Source: an optimization exercise on an open RTL-to-GDS flow (aim: small area). Production flows keep margins and buffers that such runs may drop. At most, simulation tests tie the RTL to the original design; equivalence was not proved.

## red
==> flow/design.v <==
`timescale 1ns/10ps
`default_nettype none
module gpio_out_group (
    input  logic                       sys_clk,
    input  logic                       rst_n,
    input  logic                       wr_direct,
    input  logic                       wr_set,
    input  logic                       wr_clr,
    input  logic [32-1:0]  wdata,
    output logic [32-1:0]  gpio_out
);
    logic [32-1:0] state;
    logic ld, keep;
    assign ld   = rst_n & (wr_direct | wr_set);
    assign keep = rst_n & ~wr_direct;
    always_ff @(posedge sys_clk) begin
        state <= (wdata & {32{ld}})
               | (state & {32{keep}} & ~(wdata & {32{wr_clr}}));
    end
    assign gpio_out = state;
endmodule
`default_nettype wire
`timescale 1ns/10ps
`default_nettype none
module gpio_in_group (
    input  logic                       sys_clk,
    input  logic                       rst_n,
    input  logic                       wr_mode,
    input  logic [32-1:0]  wdata,
    input  logic [32-1:0]  gpio_in,
    output logic [32-1:0]  mode,
    output logic [32-1:0]  sampled
);
    logic [32-1:0] sync_q1;
    logic [32-1:0] sync_q2;
    logic rst_d1, rst_d2;
    logic clr;
    always_ff @(posedge sys_clk) begin
        sync_q1 <= gpio_in;
        sync_q2 <= sync_q1;
    end
    always_ff @(posedge sys_clk) begin
        rst_d1 <= ~rst_n;
        rst_d2 <= rst_d1;
    end
    assign clr = ~rst_n | rst_d1 | rst_d2;
    logic [32-1:0] mode_n;
    always_ff @(posedge sys_clk) begin
        if (wr_mode || !rst_n) begin
            mode_n <= ~wdata & {32{rst_n}};
        end
    end
    assign mode = ~mode_n;
    always_ff @(posedge sys_clk) begin
        sampled <= ((sampled & ~mode) | (sync_q2 & mode)) & {32{~clr}};
    end
endmodule
`default_nettype wire
`timescale 1ns/10ps
`default_nettype none
module step_pulse_gen (
    input  logic                        sys_clk,
    input  logic                        rst_n,
    input  logic                        wr_ctrl,
    input  logic                        wr_hp,
    input  logic                        wr_sc,
    input  logic                        wr_status,
    input  logic [16-1:0]   wdata,       
    input  logic [16-1:0]   wdata_r,     
    input  logic                        motor_estop,
    output logic [16-1:0] half_period,
    output logic [16-1:0]   step_count,
    output logic [2:0]                  status,
    output logic                        motor_enable,
    output logic                        motor_dir,
    output logic                        motor_pulse,
    output logic                        motor_irq
);
    logic                        ctrl_en;
    logic                        ctrl_dir;
    logic                        busy;
    logic                        done;
    logic                        estop_latched;
    logic [16-1:0] phase_cnt;
    logic [16-1:0]   steps_left;
    logic phase_end, last_step, low_end, start, abort, finish;
    always_ff @(posedge sys_clk) begin
        if (wr_ctrl || !rst_n) begin
            ctrl_en  <= wdata_r[0];
            ctrl_dir <= wdata_r[1];
        end
    end
    always_ff @(posedge sys_clk) begin
        if (wr_hp || !rst_n) begin
            half_period <= wdata_r;
        end
    end
    always_ff @(posedge sys_clk) begin
        if (wr_sc || !rst_n) begin
            step_count <= wdata_r;
        end
    end
    assign phase_end = ~|phase_cnt[16-1:1];
    assign last_step = (steps_left == 16'(1));
    assign low_end   = busy & ~motor_pulse & phase_end;
    assign start     = wr_sc & ctrl_en & ~busy & (|wdata);
    assign abort     = busy & (motor_estop | (wr_ctrl & ~wdata[0]));
    assign finish    = low_end & last_step;
    logic [16-1:0] phase_cnt_n;
    logic [16-1:0]   steps_left_n;
    always_ff @(posedge sys_clk) begin
        if (!busy || phase_end) begin
            phase_cnt_n <= ~half_period;
        end else begin
            phase_cnt_n <= phase_cnt_n + 16'(1);
        end
    end
    always_ff @(posedge sys_clk) begin
        steps_left_n <= busy ? steps_left_n + 16'(low_end) : ~wdata;
    end
    assign phase_cnt  = ~phase_cnt_n;
    assign steps_left = ~steps_left_n;
    always_ff @(posedge sys_clk) begin
        if (!rst_n) begin
            busy        <= 1'b0;
            motor_pulse <= 1'b0;
        end else if (abort) begin
            busy        <= 1'b0;
            motor_pulse <= 1'b0;
        end else if (!busy) begin
            busy        <= start;
            motor_pulse <= start;
        end else if (phase_end) begin
            busy        <= ~(~motor_pulse & last_step);
            motor_pulse <= ~motor_pulse & ~last_step;
        end
    end
    always_ff @(posedge sys_clk) begin
        if (!rst_n) begin
            done <= 1'b0;
        end else if (!abort && finish) begin
            done <= 1'b1;
        end else if (wr_status || start) begin
            done <= 1'b0;
        end
    end
    always_ff @(posedge sys_clk) begin
        if (!rst_n) begin
            estop_latched <= 1'b0;
        end else if (busy && motor_estop) begin
            estop_latched <= 1'b1;
        end else if (wr_status) begin
            estop_latched <= 1'b0;
        end
    end
    assign status       = {estop_latched, done, busy};
    assign motor_enable = ctrl_en;
    assign motor_dir    = ctrl_dir;
    assign motor_irq    = done;
endmodule
`default_nettype wire
`timescale 1ns/10ps
`default_nettype none
module motion_ctrl_top (
    input  logic                           sys_clk,
    input  logic                           rst_n,
    input  logic                           bus_wr,
    input  logic                           bus_rd,
    input  logic [16-1:0]      bus_addr,
    input  logic [32-1:0]      bus_wdata,
    output logic [32-1:0]      bus_rdata,
    output logic                           rd_valid,
    input  logic [32-1:0]      gpio_in,
    output logic [32-1:0]      gpio_out,
    input  logic [2-1:0] motor_estop,
    output logic [2-1:0] motor_enable,
    output logic [2-1:0] motor_dir,
    output logic [2-1:0] motor_pulse,
    output logic [2-1:0] motor_irq
);
    localparam int NM = 2;
    logic [7:0] blk;
    logic [3:0] idx;
    logic       hit_go, hit_gi;
    logic [NM-1:0] hit_m;
    logic       idx0, idx1, idx2, idx3;
    assign blk    = bus_addr[15:8];
    assign idx    = bus_addr[3:0];
    assign hit_go = (blk == 8'h00);
    assign hit_gi = (blk == 8'h01);
    for (genvar m = 0; m < NM; m++) begin : g_hit
        assign hit_m[m] = (blk == 8'(8'h10 + m));
    end
    assign idx0 = (idx == 4'd0);
    assign idx1 = (idx == 4'd1);
    assign idx2 = (idx == 4'd2);
    assign idx3 = (idx == 4'd3);
    logic [16-1:0] wdata_r;
    assign wdata_r = bus_wdata[16-1:0] & {16{rst_n}};
    gpio_out_group u_gpio_out (
        .sys_clk   (sys_clk),
        .rst_n     (rst_n),
        .wr_direct (bus_wr & hit_go & idx0),
        .wr_set    (bus_wr & hit_go & idx1),
        .wr_clr    (bus_wr & hit_go & idx2),
        .wdata     (bus_wdata[32-1:0]),
        .gpio_out  (gpio_out)
    );
    logic [32-1:0] gi_mode, gi_sampled;
    gpio_in_group u_gpio_in (
        .sys_clk (sys_clk),
        .rst_n   (rst_n),
        .wr_mode (bus_wr & hit_gi & idx0),
        .wdata   (bus_wdata[32-1:0]),
        .gpio_in (gpio_in),
        .mode    (gi_mode),
        .sampled (gi_sampled)
    );
    logic [NM-1:0][16-1:0] m_hp;
    logic [NM-1:0][16-1:0]   m_sc;
    logic [NM-1:0][2:0]                  m_status;
    for (genvar m = 0; m < NM; m++) begin : g_motor
        step_pulse_gen u_motor (
            .sys_clk      (sys_clk),
            .rst_n        (rst_n),
            .wr_ctrl      (bus_wr & hit_m[m] & idx0),
            .wr_hp        (bus_wr & hit_m[m] & idx1),
            .wr_sc        (bus_wr & hit_m[m] & idx2),
            .wr_status    (bus_wr & hit_m[m] & idx3),
            .wdata        (bus_wdata[16-1:0]),
            .wdata_r      (wdata_r),
            .motor_estop  (motor_estop[m]),
            .half_period  (m_hp[m]),
            .step_count   (m_sc[m]),
            .status       (m_status[m]),
            .motor_enable (motor_enable[m]),
            .motor_dir    (motor_dir[m]),
            .motor_pulse  (motor_pulse[m]),
            .motor_irq    (motor_irq[m])
        );
    end
    logic [32-1:0] rd_sel;
    always_comb begin
        rd_sel = 32'(gpio_out & {32{hit_go & (idx0 | idx1 | idx2)}})
               | 32'(gi_mode & {32{hit_gi & idx0}})
               | 32'(gi_sampled & {32{hit_gi & idx1}});
        for (int m = 0; m < NM; m++) begin
            rd_sel = rd_sel
                   | 32'({motor_dir[m], motor_enable[m]} & {2{hit_m[m] & idx0}})
                   | 32'(m_hp[m] & {16{hit_m[m] & idx1}})
                   | 32'(m_sc[m] & {16{hit_m[m] & idx2}})
                   | 32'(m_status[m] & {3{hit_m[m] & idx3}});
        end
    end
    always_ff @(posedge sys_clk) begin
        if (bus_rd) begin
            bus_rdata <= rd_sel;     
        end
    end
    always_ff @(posedge sys_clk) begin
        if (!rst_n) begin
            rd_valid <= 1'b0;
        end else begin
            rd_valid <= bus_rd;
        end
    end
endmodule
`default_nettype wire
Settings: LEC_CHECK=0, CAP_MARGIN=20, CORE_MARGIN=2, CORE_UTILIZATION=40, SLEW_MARGIN=20; clock period 5.0 ns.
standard.sh (not shown) runs the stock make flow with config.mk's settings and CLKGATE_MAP_FILE= SYNTH_SCRIPT=/design/flow/synth_recipe.tcl, a recipe that flattens the netlist after the stock synthesis.
==> flow/flow/run.sh <==
#!/bin/bash
# The standard layout (standard.sh) with an area-oriented ABC script in
# synthesis, the smallest buffer on the ports and a clock tree of a few
# large clusters without dummy loads.
set -euo pipefail
here=$(pwd)
export MY_ABC_SCRIPT="$here/flow/abc_area.script"
export BUFFER_PORTS_ARGS="-buffer_cell sky130_fd_sc_hd__buf_1"
export CTS_ARGS="-sink_clustering_enable -repair_clock_nets -dont_use_dummy_load -sink_clustering_size 16 -sink_clustering_max_diameter 60 -buf_list sky130_fd_sc_hd__clkbuf_8"
bash standard.sh SYNTH_SCRIPT="$here/flow/synth.tcl" finish > standard_flow.log 2>&1
==> flow/flow/abc_area.script <==
strash
&get -n
&st
&syn2
&dch -f
&nf -R 1000 -F 8 -A 8 -C 32 -p
&put
==> flow/flow/synth.tcl <==
# synth_recipe.tcl with an area-oriented ABC script for the logic mapping;
# flip-flop mapping, flattening and renaming as in the standard synthesis.
proc synth {args} { yosys synth -nofsm -noshare {*}$args }
proc abc {args} {
  set i [lsearch -exact $args -script]
  if {$i >= 0} {
    set args [lreplace $args $i [expr {$i + 1}] -script $::env(MY_ABC_SCRIPT)]
  }
  yosys abc {*}$args
}
source $::env(SCRIPTS_DIR)/synth.tcl
# left out here: clear keep_hierarchy, flatten, clean up, hide names made inside functions, write 1_2_yosys.v
red reached the end of the flow, and the finished layout is clean on the timing, DRC and antenna checks.
Here is what was changed in the inputs of blue compared with red.
--- a/flow/design.v
+++ b/flow/design.v
@@ -104,24 +104,20 @@
     assign last_step = (steps_left == 16'(1));
     assign low_end   = busy & ~motor_pulse & phase_end;
     assign start     = wr_sc & ctrl_en & ~busy & (|wdata);
     assign abort     = busy & (motor_estop | (wr_ctrl & ~wdata[0]));
     assign finish    = low_end & last_step;
-    logic [16-1:0] phase_cnt_n;
-    logic [16-1:0]   steps_left_n;
     always_ff @(posedge sys_clk) begin
         if (!busy || phase_end) begin
-            phase_cnt_n <= ~half_period;
+            phase_cnt <= half_period;
         end else begin
-            phase_cnt_n <= phase_cnt_n + 16'(1);
-        end
-    end
-    always_ff @(posedge sys_clk) begin
-        steps_left_n <= busy ? steps_left_n + 16'(low_end) : ~wdata;
-    end
-    assign phase_cnt  = ~phase_cnt_n;
-    assign steps_left = ~steps_left_n;
+            phase_cnt <= phase_cnt - 16'(1);
+        end
+    end
+    always_ff @(posedge sys_clk) begin
+        steps_left <= busy ? steps_left - 16'(low_end) : wdata;
+    end
     always_ff @(posedge sys_clk) begin
         if (!rst_n) begin
             busy        <= 1'b0;
             motor_pulse <= 1'b0;
         end else if (abort) begin
==> comparison <==
blue went all the way through the flow, and no timing, DRC or antenna check failed.
blue and red ended up with nearly the same clock buffer and inverter area fraction after layout.
Worst setup slack for blue is higher than for red.
As far as fraction of the core area covered by cells at the end of the flow is concerned, blue and red perform about the same.
Multi-input combinational cell area (lower): blue
Final area across blue and red: no real change.
Delta (blue minus red): gate count of the mapped netlist +2.0%, shortest clock period the worst path allows after layout fell by 170 ps.
Reg-to-reg setup timing slack is lower on red
In terms of met2 wire length, red and blue differ only marginally.
Fmax: blue above red
In blue the total nets after synthesis turned out 20 higher than in red.
Count of clock-net buffers in the final layout: higher on red
No functional check of the RTL was part of red.

==> afterwards: timing with drivers on the ports <==
The flow's constraints put no driver on any port. The routed layouts listed below were extracted and timed again, unchanged, in two steps. Step 1, drivers: a clkbuf_16 drives sys_clk and a buf_2 each remaining input, both assumed. Step 2 also shifts input and output timing later by t, the mid clock arrival at the registers, as if the neighbouring blocks saw the same clock. Three values: ideal ports, drivers, drivers and shift; two values: the first two.
run | t (ns) | setup slack, ns | latest minus earliest clock arrival (ns) | slew at the worst register clock pin (ns) | cell pins on the clock port's net
red | 0.603 | 1.806 / 1.830 / 1.226 | 0.044 / 0.045 | 0.10 / 0.10 | 1
blue | 0.621 | 1.981 / 1.981 / 1.553 | 0.038 / 0.038 | 0.10 / 0.10 | 1
After both steps every run listed still meets setup and hold. The setup slack of red, which loses most, moves by +0.024 ns with the drivers and by -0.580 ns with both steps.
